Context: an optimization exercise on an open-source flow, tuned for small area, a short achievable clock period and few clock cycles. The choices shown serve that exercise and are no tape-out recipe. Only simulation tests tie the RTL to the original design; equivalence was not proved. Power and IR drop assume default switching activity.

==> flow/design.v, too long to show whole: its modules and the start of the top module <==
// module fp_step_csa: 1582 lines
// module fp_add_ks: 31 lines
// module fp_mod_issuer: 188 lines
module fp_mod_issuer
(
    input  logic           clk,
    input  logic           rst_n,
    input  logic           req_valid,
    output logic           req_ready,
    input  logic [1:0]     req_op,
    input  logic [W-1:0]   req_x,
    input  logic [W-1:0]   req_y,
    output logic           rsp_valid,
    input  logic           rsp_ready,
    output logic [W-1:0]   rsp_data,
    output logic           mod_enable,
    output logic [2*W-1:0] mod_a,
    output logic           mod_a_sign,
    input  logic           mod_done,
    input  logic [W-1:0]   mod_result
);
  // ...
==> flow/flow/run.sh <==
#!/bin/bash
# Own layout flow: the standard synthesis, then removal of the inverters
# that synthesis leaves between full-adder cells (flow/invpush.py, which uses
# FA(~a,~b,~c) = ~FA(a,b,c) and xor2 <-> xnor2 swaps; registers untouched),
# then the standard layout from that netlist.
set -euo pipefail
R=orfs/results/${FLOW_PLATFORM}/fp_mod_issuer/base
bash standard.sh synth > synth.log 2>&1
cp "$R/1_2_yosys.v" "$R/1_2_yosys.std.v"
if python3 flow/invpush.py "$R/1_2_yosys.std.v" "$R/1_2_yosys.inv.v" > invpush.log 2>&1; then
    cp "$R/1_2_yosys.inv.v" "$R/1_2_yosys.v"
    rm -f "$R/1_synth.odb" "$R/1_synth.sdc"
fi
bash standard.sh finish > layout.log 2>&1
==> flow/flow/invpush.py <==
#!/usr/bin/env python3
"""Remove inverters around full-adder cells in a flat gate-level netlist.

A full adder is self-dual: FA(~a,~b,~c) = (~sum, ~cout). Every fa cell gets a
polarity p (1: it computes the complement of its original outputs from
complemented inputs). All inverter cells are dissolved into (root net, parity)
pairs; polarities are chosen greedily to minimise the number of root nets that
some consumer needs inverted, and one inverter is rebuilt per such net.
Also swaps xor2/xnor2 (and xor3/xnor3) cells to absorb an inversion.
Usage: invpush.py in.v out.v
"""
import re, sys, collections

src = open(sys.argv[1]).read()
cell_re = re.compile(r'^  (sky130_fd_sc_hd__\w+) (\S+)\s+\((.*?)\n  \);\n', re.S | re.M)
pin_re = re.compile(r'\.(\w+)\(((?:\\\S+ )|[^()]*?)\)')

cells = []
for m in cell_re.finditer(src):
    typ, name, body = m.group(1), m.group(2), m.group(3)
    pins = [(p, n.strip()) for p, n in pin_re.findall(body)]
    cells.append([typ, name, pins, m.start(), m.end()])

OUTPINS = {'X', 'Y', 'Q', 'Q_N', 'SUM', 'COUT', 'HI', 'LO'}
def is_inv(t): return re.match(r'sky130_fd_sc_hd__inv_\d+$', t) is not None
def is_fa(t): return re.match(r'sky130_fd_sc_hd__fa_\d+$', t) is not None
def is_x(t): return re.match(r'sky130_fd_sc_hd__x(n)?or[23]_\d+$', t) is not None

inv_of = {}   # inverter output net -> input net
driver = {}   # net -> cell index
for i, (t, n, pins, _, _) in enumerate(cells):
    for p, net in pins:
        if p in OUTPINS:
            driver[net] = i
    if is_inv(t):
        d = dict(pins)
        inv_of[d['Y']] = d['A']

def root(net):
    q = 0
    while net in inv_of:
        net = inv_of[net]; q ^= 1
    return net, q

fa_idx = [i for i, c in enumerate(cells) if is_fa(c[0]) or is_x(c[0])]
pol = collections.defaultdict(int)      # cell index -> polarity

# consumer pins (excluding inverter inputs): (cell, pin, root, parity)
cons = []
for i, (t, n, pins, _, _) in enumerate(cells):
    if is_inv(t):
        continue
    for p, net in pins:
        if p in OUTPINS:
            continue
        r, q = root(net)
        cons.append((i, p, r, q))
port_out = set()
for m in re.finditer(r'^  output (?:\[(\d+):(\d+)\] )?(\S+);', src, re.M):
    hi, lo, nm = m.groups()
    if hi is None:
        port_out.add(nm)
    else:
        for b in range(int(lo), int(hi) + 1):
            port_out.add(f'{nm}[{b}]')
for net in list(port_out):
    if net in inv_of:
        r, q = root(net)
        cons.append((None, net, r, q))

by_root = collections.defaultdict(list)
for k, (i, p, r, q) in enumerate(cons):
    by_root[r].append(k)
touch = collections.defaultdict(set)
for r, ks in by_root.items():
    d = driver.get(r)
    for k in ks:
        i = cons[k][0]
        if i is not None and is_fa(cells[i][0]):
            touch[i].add(r)
    if d is not None and (is_fa(cells[d][0]) or is_x(cells[d][0])):
        touch[d].add(r)

def need(k):
    i, p, r, q = cons[k]
    d = driver.get(r)
    ci = pol[i] if (i is not None and is_fa(cells[i][0])) else 0
    return q ^ ci ^ (pol[d] if d is not None else 0)

def root_cost(r):
    return 1 if any(need(k) for k in by_root[r]) else 0

import random
rng = random.Random(1)
def total():
    return sum(root_cost(r) for r in by_root)
best = None
for restart in range(6):
    for f in fa_idx:
        pol[f] = 0 if restart == 0 else rng.randint(0, 1)
    temp = 0.6
    for it in range(60):
        order = fa_idx[:]
        rng.shuffle(order)
        for f in order:
            rs = touch[f]
            before = sum(root_cost(r) for r in rs)
            pol[f] ^= 1
            after = sum(root_cost(r) for r in rs)
            d = after - before
            if d < 0 or (d == 0 and rng.random() < 0.5) or (d > 0 and rng.random() < temp ** d * 0.1):
                pass
            else:
                pol[f] ^= 1
        temp *= 0.9
    # final greedy descent
    changed = True
    while changed:
        changed = False
        for f in fa_idx:
            rs = touch[f]
            before = sum(root_cost(r) for r in rs)
            pol[f] ^= 1
            if sum(root_cost(r) for r in rs) < before:
                changed = True
            else:
                pol[f] ^= 1
    t = total()
    print('restart', restart, t, file=sys.stderr)
    if best is None or t < best[0]:
        best = (t, {f: pol[f] for f in fa_idx})
for f in fa_idx:
    pol[f] = best[1][f]

n_inv_before = len(inv_of)
inv_roots = sorted(r for r in by_root if root_cost(r))
print(f"inverters {n_inv_before} -> {len(inv_roots)}; flipped {sum(pol[f] for f in fa_idx)} of {len(fa_idx)} FAs",
      file=sys.stderr)

def esc(r):
    return r + ' ' if r.startswith('\\') else r
newnet = {}
for j, r in enumerate(inv_roots):
    newnet[r] = f'_invp{j}_'

# rewrite
pinmap = {}   # (cell, pin) -> net
for k, (i, p, r, q) in enumerate(cons):
    if i is None:
        continue
    pinmap[(i, p)] = newnet[r] if need(k) else r

out = []
pos = 0
for i, (t, n, pins, s, e) in enumerate(cells):
    out.append(src[pos:s]); pos = e
    if is_inv(t):
        continue
    ren = {}
    if is_x(t) and pol[i]:
        t = t.replace('xnor', 'XOR_').replace('xor', 'xnor').replace('XOR_', 'xor')
        if '2_' in t:   # xor2 drives X, xnor2 drives Y
            ren = {'X': 'Y', 'Y': 'X'}
    body = ',\n'.join(f'    .{ren.get(p, p)}({esc(pinmap.get((i, p), net))})' for p, net in pins)
    out.append(f'  {t} {esc(n)} (\n{body}\n  );\n')
tail = src[pos:]
# new inverters and output ports that need a polarity fix
extra = []
for r in inv_roots:
    extra.append(f'  sky130_fd_sc_hd__inv_1 _invpc_{newnet[r][1:-1]} (\n    .A({esc(r)}),\n    .Y({newnet[r]})\n  );\n')
port_fix = []
for k, (i, p, r, q) in enumerate(cons):
    if i is None:
        # output port p was driven by an inverter chain: drive it by a buffer
        src_net = newnet[r] if need(k) else r
        port_fix.append(f'  sky130_fd_sc_hd__buf_1 _invpo_{len(port_fix)} (\n    .A({esc(src_net)}),\n    .X({p})\n  );\n')
decl = ''.join(f'  wire {newnet[r]};\n' for r in inv_roots)
res = ''.join(out)
# insert declarations after the last wire declaration at the top
idx = res.index('\n  sky130_fd_sc_hd__')
res = res[:idx + 1] + decl + res[idx + 1:]
tail = tail.replace('endmodule', ''.join(extra) + ''.join(port_fix) + 'endmodule', 1)
open(sys.argv[2], 'w').write(res + tail)
==> flow/standard.sh <==
#!/bin/bash
# synth_recipe.tcl (not shown) runs the flow's synth.tcl, then flattens the netlist and writes it again
# the make line also repeats each setting of config.mk as NAME=value (left out here)
make -C /OpenROAD-flow-scripts/flow DESIGN_CONFIG=/design/flow/config.mk WORK_HOME=/design/flow/orfs CLKGATE_MAP_FILE= SYNTH_SCRIPT=/design/flow/synth_recipe.tcl "${@:-finish}"
==> flow/config.mk <==
export PLATFORM = sky130hd
export DESIGN_NAME = fp_mod_issuer
export DESIGN_NICKNAME = fp_mod_issuer
export VERILOG_FILES = /design/flow/design.v
export SDC_FILE = /design/flow/constraint.sdc
export NUM_CORES = 4
export LEC_CHECK = 0
export CAP_MARGIN = 20
export CORE_MARGIN = 2
export CORE_UTILIZATION = 60
export CTS_CLUSTER_DIAMETER = 80
export CTS_CLUSTER_SIZE = 22
export PLACE_DENSITY = 0.72
export SETUP_SLACK_MARGIN = 2.5
export SLEW_MARGIN = 20
==> flow/constraint.sdc <==
create_clock -name core_clock -period 6.0 [get_ports {clk}]
set_input_delay 1.2000 -clock core_clock [delete_from_list [all_inputs] [get_ports {clk}]]
set_output_delay 1.2000 -clock core_clock [all_outputs]
set_load 0.01 [all_outputs]
==> summary.txt, run 1 <==
Clk pwr share = 8.2%
minimum clock period = 3.54 ns
WP data arrival = 3.88 ns
crit path buf inv count = 2
TNS Setup = 0 ns
final core utilization = 72.6%
met1 usage = 55.0%
met2 Usage GRT = 67.2%
drt wl/cell = 34.0 um
CTS tree = yes
sequential portion of the cell area = 32.4%
Signal buf overhead = 13.3%
Area Overhead vs Synth = 20.3%
min setup slack post-route = 2.46 ns
fillers = 5653
Hold-fix buffers, CTS = 0
die height = 288 um
status = no timing/DRC/antenna violations
Worst setup endpoint = acc_c[17]
WL met2 = 83500 um
top cell category = multi-input combinational cells
global-route wire length before repair = 262000 um
multi-input gate share of total cell area = 48.8%
met3 layer usage reported by global route = 11.3%
inverter count = 85
WS Path Type = register to register
Seq cells = 637
DIE AREA = 82900 um2
CP Max Fanout = 31
max layer used = met5
Hold Path End = rsp_data[44]
Testbench counts, summed over its fixed seeds: cycles 6,227.
==> module fp_mod_issuer, before the edit <==
module fp_mod_issuer
(
    input  logic           clk,
    input  logic           rst_n,
    input  logic           req_valid,
    output logic           req_ready,
    input  logic [1:0]     req_op,
    input  logic [W-1:0]   req_x,
    input  logic [W-1:0]   req_y,
    output logic           rsp_valid,
    input  logic           rsp_ready,
    output logic [W-1:0]   rsp_data,
    output logic           mod_enable,
    output logic [2*W-1:0] mod_a,
    output logic           mod_a_sign,
    input  logic           mod_done,
    input  logic [W-1:0]   mod_result
);
    localparam int K  = 14;          
    localparam int D  = K / 2;       
    localparam int NS = 5;           
    localparam int AW = W + K + 2;   
    localparam int FW = 2*W - (NS-1)*K;  
    logic           s0v;             
    logic [1:0]     s0op;
    logic [W-1:0]   xr, yr;          
    logic [2:0]     cnt;             
    logic           nfirst;          
    logic           inj;             
    logic [D-1:0]   b_one, b_two, b_neg;  
    logic           fpend;           
    logic           f_as, f_sub;     
    logic [AW-1:0]  acc_s, acc_c;
    logic           cu, cv;          
    logic           pneg;            
    logic [(NS-1)*K-1:0] res;        
    logic           mv;              
    logic [2*W-1:0] moda_q;          
    logic           moda_ext;        
    logic           busy;            
    logic           av, bv;          
    logic [W-1:0]   araw;            
    logic s0_mul, s0_as, s0_sub, s0_red, step_go, step_last, f_fire, x_fire;
    logic moda_free, a_move, accept;
    assign s0_mul     = (s0op == OP_MUL);
    assign s0_as      = ~s0op[1];
    assign s0_sub     = (s0op == OP_SUB);
    assign s0_red     = (s0op == OP_RED);
    assign moda_free  = ~mv | mod_enable;
    assign f_fire     = fpend & moda_free;
    assign x_fire     = s0v & s0_red & ~fpend & moda_free;
    assign step_go    = s0v & ~s0_red & (nfirst | ~fpend | f_fire);
    assign step_last  = s0_as | (cnt == 3'(NS - 1));
    assign accept     = req_valid & req_ready;
    assign a_move     = av & (~bv | rsp_ready);
    assign rsp_valid  = bv;
    assign mod_a      = moda_q | {{(W-1){moda_ext}}, {(W+1){1'b0}}};
    assign mod_a_sign = mod_a[2*W-1];
    logic       s0v_n, fpend_n, mv_n, busy_n, av_n, bv_n, men_n, rdy_n;
    logic [1:0] s0op_n;
    logic [2:0] cnt_n;
    always_comb begin
        s0v_n   = accept | (s0v & ~(x_fire | (step_go & step_last)));
        s0op_n  = accept ? req_op : s0op;
        cnt_n   = (step_go & ~step_last) ? cnt + 3'd1 : (step_go ? 3'd0 : cnt);
        fpend_n = (step_go & step_last) | (fpend & ~f_fire);
        mv_n    = f_fire | x_fire | (mv & ~mod_enable);
        busy_n  = mod_enable | (busy & ~mod_done);
        av_n    = mod_done | (av & ~a_move);
        bv_n    = a_move | (bv & ~rsp_ready);
        men_n   = mv_n & ~busy_n & ~(av_n & bv_n);
        rdy_n   = ~s0v_n |
                  (s0op_n[1] ? (s0op_n[0] ? (~fpend_n & (~mv_n | men_n))
                                          : (cnt_n == 3'(NS - 1)))
                             : (~fpend_n | ~mv_n | men_n));
    end
    logic [K:0]   bwin;              
    logic [D-1:0] e_one, e_two, e_neg;
    assign bwin = accept    ? (req_op[1] ? {req_y[K-1:0], 1'b0} : (K+1)'(2)) :
                  step_go   ? {yr[2*K-1:K], yr[K-1]} :
                  inj       ? (K+1)'(2)
                            : {yr[K-1:0], 1'b0};
    always_comb begin
        for (int i = 0; i < D; i++) begin
            e_one[i] = bwin[2*i+1] ^ bwin[2*i];
            e_two[i] = (bwin[2*i+2] & ~bwin[2*i+1] & ~bwin[2*i]) |
                       (~bwin[2*i+2] & bwin[2*i+1] & bwin[2*i]);
            e_neg[i] = bwin[2*i+2];
        end
    end
    logic [W+1:0] s_in, c_in;
    logic [W+1:0] e [D];
    assign s_in = (acc_s[AW-1:K] & {(W+2){nfirst}}) | {~nfirst, s0_sub & ~nfirst, yr & {W{inj}}};
    assign c_in = acc_c[AW-1:K] & {(W+2){nfirst}};
    for (genvar i = 0; i < D; i++) begin : g_row
        logic [W:0] m;
        assign m    = ({1'b0, xr} & {(W+1){b_one[i]}}) | ({xr, 1'b0} & {(W+1){b_two[i]}});
        assign e[i] = {~b_neg[i], m ^ {(W+1){b_neg[i]}}};
    end
    logic [AW-1:0] ns, nc;
    fp_step_csa u_csa (
        .e0(e[0]), .e1(e[1]), .e2(e[2]), .e3(e[3]), .e4(e[4]), .e5(e[5]), .e6(e[6]),
        .neg(b_neg[D-2:0]), .s_in(s_in), .c_in(c_in), .ns(ns), .nc(nc)
    );
    logic [K-1:0] lo0, lo;
    logic         lo_c0, lo_c1;
    fp_add_ks #(K) u_lo (.a(acc_s[K-1:0]), .b({acc_c[K-1:1], cu}), .ci(cv), .s(lo0), .co(lo_c0));
    assign {lo_c1, lo[K-1:K-2]} = {1'b0, lo0[K-1:K-2]} + {2'b0, pneg};
    assign lo[K-3:0] = lo0[K-3:0];
    logic [FW-1:0] fsum;
    logic          fsum_co;
    fp_add_ks #(FW) u_fsum (.a(acc_s[FW-1:0]), .b({acc_c[FW-1:1], cu}), .ci(cv), .s(fsum), .co(fsum_co));
    logic [2*W-1:0] f_val, x_val;
    assign f_val = f_as ? {{(W-1){1'b0}}, fsum[W:0]} : {fsum, res};
    assign x_val = {1'b0, xr[W-2:0], yr};
    function automatic logic [W-1:0] fp_normalise(input logic [W-1:0] r);
        fp_normalise = (r >= P) ? (r - P) : r;
    endfunction
    always_ff @(posedge clk) begin
        if (!rst_n) begin
            s0v        <= 1'b0;
            cnt        <= '0;
            nfirst     <= 1'b0;
            fpend      <= 1'b0;
            mv         <= 1'b0;
            busy       <= 1'b0;
            av         <= 1'b0;
            bv         <= 1'b0;
            mod_enable <= 1'b0;
            req_ready  <= 1'b1;
        end else begin
            s0v        <= s0v_n;
            cnt        <= cnt_n;
            nfirst     <= (cnt_n != 3'd0);
            fpend      <= fpend_n;
            mv         <= mv_n;
            busy       <= busy_n;
            av         <= av_n;
            bv         <= bv_n;
            mod_enable <= men_n;
            req_ready  <= rdy_n;
        end
    end
    always_ff @(posedge clk) begin
        s0op <= s0op_n;
        if (req_ready) begin
            xr  <= req_x;
            yr  <= req_y ^ {W{req_op == OP_SUB}};
            inj <= ~req_op[1];
        end else if (step_go) begin
            yr  <= yr >> K;
            inj <= 1'b0;
        end
        b_one <= e_one;
        b_two <= e_two;
        b_neg <= e_neg;
        if (step_go) begin
            acc_s <= ns;
            acc_c <= nc;
            if (step_last) begin
                f_as  <= s0_as;
                f_sub <= s0_sub;
            end
            pneg <= b_neg[D-1];
            if (!nfirst) begin
                cu <= s0_sub;    
                cv <= 1'b0;
            end else begin
                cu  <= lo_c0 | lo_c1;
                cv  <= lo_c0 & lo_c1;
                res <= {lo[K-1:0], res[(NS-1)*K-1:K]};
            end
        end
        if (f_fire) begin
            moda_q   <= f_val;
            moda_ext <= f_sub & fsum[W];
        end else if (x_fire) begin
            moda_q   <= x_val;
            moda_ext <= 1'b0;
        end
        if (mod_done) begin
            araw <= fp_normalise(mod_result);
        end
        if (a_move) begin
            rsp_data <= araw;
        end
    end
endmodule
==> run 2, diff against run 1 <==
--- a/flow/design.v
+++ b/flow/design.v
@@ -1670,8 +1670,8 @@
     logic           moda_ext;        
     logic           busy;            
-    logic           av, bv;          
-    logic [W-1:0]   araw;            
+    logic           bv;              
+    logic           men_q;           
     logic s0_mul, s0_as, s0_sub, s0_red, step_go, step_last, f_fire, x_fire;
-    logic moda_free, a_move, accept;
+    logic moda_free, accept;
     assign s0_mul     = (s0op == OP_MUL);
     assign s0_as      = ~s0op[1];
@@ -1684,25 +1684,18 @@
     assign step_last  = s0_as | (cnt == 3'(NS - 1));
     assign accept     = req_valid & req_ready;
-    assign a_move     = av & (~bv | rsp_ready);
+    assign mod_enable = men_q & (~bv | rsp_ready);
+    assign req_ready  = ~s0v | (step_go & step_last) | x_fire;
     assign rsp_valid  = bv;
     assign mod_a      = moda_q | {{(W-1){moda_ext}}, {(W+1){1'b0}}};
     assign mod_a_sign = mod_a[2*W-1];
-    logic       s0v_n, fpend_n, mv_n, busy_n, av_n, bv_n, men_n, rdy_n;
-    logic [1:0] s0op_n;
+    logic       s0v_n, fpend_n, mv_n, busy_n, bv_n;
     logic [2:0] cnt_n;
     always_comb begin
         s0v_n   = accept | (s0v & ~(x_fire | (step_go & step_last)));
-        s0op_n  = accept ? req_op : s0op;
         cnt_n   = (step_go & ~step_last) ? cnt + 3'd1 : (step_go ? 3'd0 : cnt);
         fpend_n = (step_go & step_last) | (fpend & ~f_fire);
         mv_n    = f_fire | x_fire | (mv & ~mod_enable);
         busy_n  = mod_enable | (busy & ~mod_done);
-        av_n    = mod_done | (av & ~a_move);
-        bv_n    = a_move | (bv & ~rsp_ready);
-        men_n   = mv_n & ~busy_n & ~(av_n & bv_n);
-        rdy_n   = ~s0v_n |
-                  (s0op_n[1] ? (s0op_n[0] ? (~fpend_n & (~mv_n | men_n))
-                                          : (cnt_n == 3'(NS - 1)))
-                             : (~fpend_n | ~mv_n | men_n));
+        bv_n    = mod_done | (bv & ~rsp_ready);
     end
     logic [K:0]   bwin;              
@@ -1756,8 +1749,6 @@
             mv         <= 1'b0;
             busy       <= 1'b0;
-            av         <= 1'b0;
             bv         <= 1'b0;
-            mod_enable <= 1'b0;
-            req_ready  <= 1'b1;
+            men_q      <= 1'b0;
         end else begin
             s0v        <= s0v_n;
@@ -1767,12 +1758,12 @@
             mv         <= mv_n;
             busy       <= busy_n;
-            av         <= av_n;
             bv         <= bv_n;
-            mod_enable <= men_n;
-            req_ready  <= rdy_n;
+            men_q      <= mv_n & ~busy_n;
         end
     end
     always_ff @(posedge clk) begin
-        s0op <= s0op_n;
+        if (accept) begin
+            s0op <= req_op;
+        end
         if (req_ready) begin
             xr  <= req_x;
@@ -1811,8 +1802,5 @@
         end
         if (mod_done) begin
-            araw <= fp_normalise(mod_result);
-        end
-        if (a_move) begin
-            rsp_data <= araw;
+            rsp_data <= fp_normalise(mod_result);
         end
     end
--- a/flow/config.mk
+++ b/flow/config.mk
@@ -8,8 +8,8 @@
 export CAP_MARGIN = 20
 export CORE_MARGIN = 2
-export CORE_UTILIZATION = 60
+export CORE_UTILIZATION = 56
 export CTS_CLUSTER_DIAMETER = 80
 export CTS_CLUSTER_SIZE = 22
-export PLACE_DENSITY = 0.72
+export PLACE_DENSITY = 0.7
 export SETUP_SLACK_MARGIN = 2.5
 export SLEW_MARGIN = 20
==> run 2 against run 1 <==
  * Sequential power down 15%
  * Still clean
  * Register-to-register slack about the same
  * Area after synthesis down 4.2%
==> summary.txt, run 2 <==
status = no timing/DRC/antenna violations
grt ovf = 0
DP HPWL = 120000 um
Avg Cell Area, Syn = 11.3 um2
crit path capture type = primary output
WP data arrival = 2.41 ns (-1.47 ns)
worst skew pair latency = 0.65 ns
CTS sink cnt = 571
Finished Layout Cells = 5510
vias after detailed routing = 37.9k
CTS tree = yes
RSZ-0062 raised after global routing = true
H-tree Lvls = 2
remaining antenna violation count = 0
Hold Fails Final Rpt = 0
CP required = 4.80 ns
Root Buffer = clkbuf_16
biggest regs = moda_q: 128 flops, acc_s: 78 flops, acc_c: 77 flops
worst-margin pin slew = 1.11 ns
drt drc = 0
share of cells above drive strength 1 = 13.8%
Biggest register = moda_q
Die Wd = 292 um
leakage power = 20.6 nW
area of the core = 82000 um2
GRT Overall Usage = 43.5%
leading cell type in the layout, fill and taps excluded = edfxtp_1
worst hold path class = register to register
Slew headroom = 25.6%
VDD IR max = 375 uV
# setup viols final = 0
router iterations before antenna repair = 9
clk_skew = 0.0488 ns
PortBufs = 394
Worst-path clk slew = 0.10 ns
Area Overhead vs Synth = 20.7%
r2r startpoint = xr[59]
MaxCap Viol Count = 0
DIE AREA = 85100 um2 (+2.7%)
final cycle utilization of the critical path = 60.2%
Vias/cell = 6.88
DR iter-0 viols = 6209
pwr/cell area = 603 nW/um2
GP Congestion = 1.00
hold_sp = res[50]
Initial Util = 56.5%
CTS buffer count = 43
placed cells = 5211
max-slew violations = 0
dpl ws = 0.933 ns
drt wl/cell = 34.3 um (+0.94%)
min setup slack post-route = 2.39 ns (-0.0766 ns)
number of global-route vias before repair = 36.5k
Ys Warns = 5
Ports = 395
Routed WL = 189000 um
Critical Path Source = rsp_ready
WS Path Type = input port to primary output
initial antenna violation count = 10
die height = 292 um (+1.3%)
CP Max Fanout = 2 (-94%)
worst-case clock buffer depth = 3
syn nets = 4848
Achievable Freq = 0.277 GHz
global-route wire length before repair = 264000 um (+0.87%)
fillers = 6078 (+7.5%)
minimum clock period = 3.61 ns (+0.0766 ns)
commonest cells after routing, fill and taps aside = 540 x edfxtp_1, 455 x xnor2_1, 451 x a22oi_1
synthesized area = 46400 um2
Std-Cell Rows = 105
TNS Setup = 0 ns (unchanged)
largest net degree at the start of global routing = 120
max reg flops = 128
Setup crit start kind = input port
nets@finish = 5141
Mapped Cells = 4107
==> run 2: worst paths after layout <==
path                    end  slack, ns  cells after the start
setup / recovery  req_ready       2.39                      9
hold / removal      res[36]       0.46                      0
setup reg to reg  acc_c[64]       2.46                      7
hold reg to reg     res[36]       0.46                      0
==> run 2: per-stage QoR <==
| step | cell area (um2) | power, W | hold slack, ns | util (%) |
|---|---|---|---|---|
| 2_1_floorplan | 46500 | 0.0200 | 0.418 | - |
| 6_report | 56000 | 0.0337 | 0.462 | 68.3 |
| 3_3_place_gp | 50500 | 0.0269 | 0.427 | 61.6 |
| 5_1_grt | 55900 | 0.0354 | 0.466 | 68.2 |
| 3_5_place_dp | 50500 | 0.0273 | 0.433 | 61.6 |
| 4_1_cts | 54300 | 0.0319 | 0.440 | 66.2 |
==> run 2: routing by layer <==
metal	track usage [%]	wire length, um	up-vias
li1	-	-	15200
met1	57.4	66400	18500
met2	60.3	76200	3433
met3	17.8	31800	768
met4	24.9	14200	12
met5	0	199	-
==> run 2: critical path, cell delays in order <==
cell and delay [ns]:
buf_6 0.10, nor2b_4 0.15, o21ai_4 0.08, o21ai_2 0.17, o2bb2ai_4 0.15, o21a_4 0.17
clkinvlp_4 0.10, buf_12 0.15, buf_6 0.12
==> run 2: layout make-up <==
type                            count  area (um2)  area share, %
Multi-Input combinational cell   3020       28400           50.8
Sequential cell                   571       16900           30.2
Antenna cell                        6        15.0         0.0268
Clock buffer                       55        1170           2.10
Tap cell                         1070        1340           2.39
Timing Repair Buffer              660        7310           13.1
Inverter                          104         407          0.727
Clock inverter                     24         353          0.631
==> run 2: repair_timing <==
item	in CTS	in global routing
hold buffers	0	0
pin swaps	24	29
gates resized for setup	152	129
cloned	1	4
setup endpoints to repair	474	299
buffers inserted	113	96
==> run 2: power by group <==
part	switching (W)	internal, W
Clock	0.00167	0.00166
Sequential	0.000945	0.00659
Combinational	0.0135	0.00937
Testbench counts of run 2, summed over its fixed seeds: cycles 6,219.
==> run 3, diff against run 2 <==
--- a/flow/config.mk
+++ b/flow/config.mk
@@ -12,4 +12,4 @@
 export CTS_CLUSTER_SIZE = 22
 export PLACE_DENSITY = 0.7
-export SETUP_SLACK_MARGIN = 2.5
+export SETUP_SLACK_MARGIN = 2.4
 export SLEW_MARGIN = 20
==> run 3 against run 2 <==
  * Still clean
  * Worst hold slack worse by 0.0069 ns
  * Setup slack worse by 0.16 ns
  * Final cell count is 1.4% lower
  * Utilization shrank 1.7 points
  * Area after synthesis unchanged
  * Highest routed layer unchanged
==> summary.txt, run 3 <==
WS Path Type = register to register
vias after detailed routing = 37.3k (-1.6%)
Clk pwr share = 9.4% (-0.4 points)
CP required = 6.31 ns (+1.51 ns)
RSZ-0062 raised after global routing = true
die height = 292 um (unchanged)
WP data arrival = 4.08 ns (+1.67 ns)
nets@finish = 5064 (-1.5%)
Hold-fix buffers, CTS = 0 (unchanged)
Comb power frac = 67.6% (-0.2 points)
sequential share of power = 23.0% (+0.7 points)
DIE AREA = 85100 um2 (unchanged)
Ys Warns = 5 (unchanged)
minimum clock period = 3.77 ns (+0.160 ns)
GRT Overall Usage = 41.6% (-1.8 points)
Setup crit start kind = register
hold_sp = res[37]
leading cell type in the layout, fill and taps excluded = edfxtp_1
PortBufs = 394 (unchanged)
Worst-path clk slew = 0.10 ns (about the same)
CTS buffer count = 41 (-4.7%)
commonest cells after routing, fill and taps aside = 540 x edfxtp_1, 456 x xnor2_1, 451 x a22oi_1
worst skew pair latency = 0.64 ns (about the same)
worst-margin pin slew = 1.15 ns (+0.0469 ns)
DP HPWL = 122000 um (+1.1%)
status = no timing/DRC/antenna violations
syn nets = 4848 (unchanged)
biggest regs = moda_q: 128 flops, acc_s: 78 flops, acc_c: 77 flops
pwr/cell area = 603 nW/um2 (about the same)
drt drc = 0 (unchanged)
slowest stage delay, CP = 0.71 ns (+0.54 ns)
Mapped Cells = 4107 (unchanged)
worst-case clock buffer depth = 3 (unchanged)
CTS sink cnt = 571 (unchanged)
Root Buffer = clkbuf_16
area of the core = 82000 um2 (unchanged)
Avg Cell Area, Syn = 11.3 um2 (unchanged)
Area Overhead vs Synth = 17.7%
# setup viols final = 0 (unchanged)
CTS tree = yes
VDD IR max = 385 uV (+2.8%)
number of global-route vias before repair = 36.1k (-1.1%)
critical path's top delay family = compound AO/OA/AOI/OAI gates
Hold Path End = res[23]
Slew headroom = 22.8% (-2.9 points)
synthesized area = 46400 um2 (unchanged)
CP most frequent cell = buf_4
Ports = 395 (unchanged)
Routed WL = 182000 um (-3.7%)
router iterations before antenna repair = 7 (-2)
fillers = 6271 (+3.2%)
initial antenna violation count = 17 (+7)
internal power = 0.0171 W (-2.9%)
share of cells above drive strength 1 = 11.5% (-2.3 points)
Vias/cell = 6.87 (-0.18%)
final core utilization = 66.6% (-1.7 points)
Biggest register = moda_q
largest net degree at the start of global routing = 120 (unchanged)
drt wl/cell = 33.5 um (-2.4%)
crit path buf inv count = 4 (unchanged)
final cycle utilization of the critical path = 62.9% (+2.7 points)
Die Wd = 292 um (unchanged)
Worst Hold Path Cells = 0 (unchanged)
H-tree Lvls = 2 (unchanged)
reg2reg setup slack = 2.23 ns (-0.23 ns)
Std-Cell Rows = 105 (unchanged)
clk_skew = 0.0368 ns (-0.0121 ns)
max-slew violations = 0 (unchanged)
worst hold path class = register to register
worst flop-to-flop path endpoint = moda_q[10]
remaining antenna violation count = 0 (unchanged)
crit path capture type = register
MaxCap Viol Count = 0 (unchanged)
Worst R2R Path Depth = 12 (+5)
Achievable Freq = 0.265 GHz (-4.2%)
leakage power = 20.0 nW (-3.1%)
NetSw = 0.0158 W (-1.9%)
Slowest-stage cell, CP = o21ai_0
Hold Fails Final Rpt = 0 (unchanged)
TNS Setup = 0 ns (unchanged)
global-route wire length before repair = 256000 um (-3.2%)
grt ovf = 0 (unchanged)
Net Sw Frac = 48.0% (+0.26 points)
r2r startpoint = acc_s[1]
max reg flops = 128 (unchanged)
DR iter-0 viols = 5975 (-3.8%)
CP Max Fanout = 3 (+1)
GP Congestion = 0.989 (-1.2%)
crit-path cells = ha_1, o21ai_0, o21bai_1, a311oi_2, buf_4, buf_4, buf_4, o21ai_0, xor2_1, buf_4, mux2i_1, o21ai_0
Initial Util = 56.5% (unchanged)
[run 3: timing repair]
action / 4_1_cts / 5_1_grt
endpoints found under the setup margin: 432 / 226
pin swaps: 21 / 25
resized for setup: 134 / 97
hold endpoints to repair: 0 / 0
setup buffers: 63 / 72
gates cloned: 0 / 0
[run 3: final cells by class]
class,instances,area (um2),share of cell area [%]
diodes,9,22.5,0.0413
clock buffers,52,1120,2.05
clock inverters,23,285,0.523
inverters,104,418,0.766
multi-input cells,3019,28200,51.6
flip-flops and latches,571,16900,31.0
well taps,1070,1340,2.45
repair buffers,586,6310,11.6
[run 3: per-stage QoR]
step	instance area, um2	power, W	std cells	worst slack (ns)	hold WS, ns
2_1_floorplan	46400	0.0200	4107	1.74	0.418
3_3_place_gp	50500	0.0269	5215	1.12	0.423
3_5_place_dp	50500	0.0274	5215	0.939	0.427
4_1_cts	53200	0.0313	5353	2.27	0.453
5_1_grt	54600	0.0347	5430	2.21	0.464
6_report	54600	0.0329	5434	2.23	0.455
[run 3: worst max-delay path by stage]
| stage | slack, ns | start | endpoint | cells after the start |
|---|---|---|---|---|
| 2_1_floorplan | 1.74 | rsp_ready | req_ready | 8 |
| 3_3_place_gp | 1.12 | mod_result[0] | rsp_data[58] | 14 |
| 3_5_place_dp | 0.94 | mod_result[0] | rsp_data[58] | 14 |
| 4_1_cts | 2.27 | rsp_ready | req_ready | 8 |
| 5_1_grt | 2.21 | acc_s[0] | moda_q[10] | 12 |
| 6_report | 2.23 | acc_s[1] | moda_q[10] | 12 |
[run 3: worst reg2reg max path, cell delays in order, from the launching register on]
cell      delay, ns
edfxtp_1       0.39
ha_1           0.34
o21ai_0        0.13
o21bai_1       0.37
a311oi_2       0.18
buf_4          0.18
buf_4          0.13
buf_4          0.13
o21ai_0        0.38
xor2_1         0.19
buf_4          0.22
mux2i_1        0.10
o21ai_0        0.71
[run 3: power by group through the flow]
stage          logic (W)  registers (W)  clock network [W]
4_1_cts           0.0206        0.00764            0.00309
2_1_floorplan     0.0130        0.00695                  0
6_report          0.0223        0.00757            0.00309
3_3_place_gp      0.0191        0.00785                  0
5_1_grt           0.0240        0.00757            0.00321
3_5_place_dp      0.0195        0.00786                  0
[run 3: per-layer routing]
metal	vias up	share of wire (%)	track usage (%)
met4	19	6.4	21.2
met1	18500	37	56.8
met2	3169	41	57.8
met5	-	0.12	1.70
li1	15000	-	-
met3	624	16	15.6

afterwards: timing with drivers on the ports:
How much do the figures lean on ideal ports? The routed layouts below were timed once more, with nothing changed but the port constraints. Step 1 (the two cells are an assumption about what drives the block):
set clk [get_ports {clk}]
set_driving_cell -lib_cell sky130_fd_sc_hd__clkbuf_16 $clk
set_driving_cell -lib_cell sky130_fd_sc_hd__buf_2 [delete_from_list [all_inputs] $clk]
Step 2 moves the port delays by t, midway between the first and last clock arrival at a register: inputs arrive t later, outputs are due t later. That takes back most of the time a late clock gives input paths. Slacks: ideal / step 1 / step 2; pairs: ideal / step 1.
run | t (ns) | setup WS [ns] | cell pins on the clock port's net
run 1 | 0.710 | 2.463 / 2.463 / 1.874 | 1
run 2 | 0.694 | 2.386 / 2.316 / 1.893 | 1
run 3 | 0.684 | 2.227 / 2.227 / 1.793 | 1
After both steps setup and hold are still met in every run listed. For run 1, which loses most, drivers alone change the setup slack by 0.000 ns; drivers and shift together by -0.589 ns.
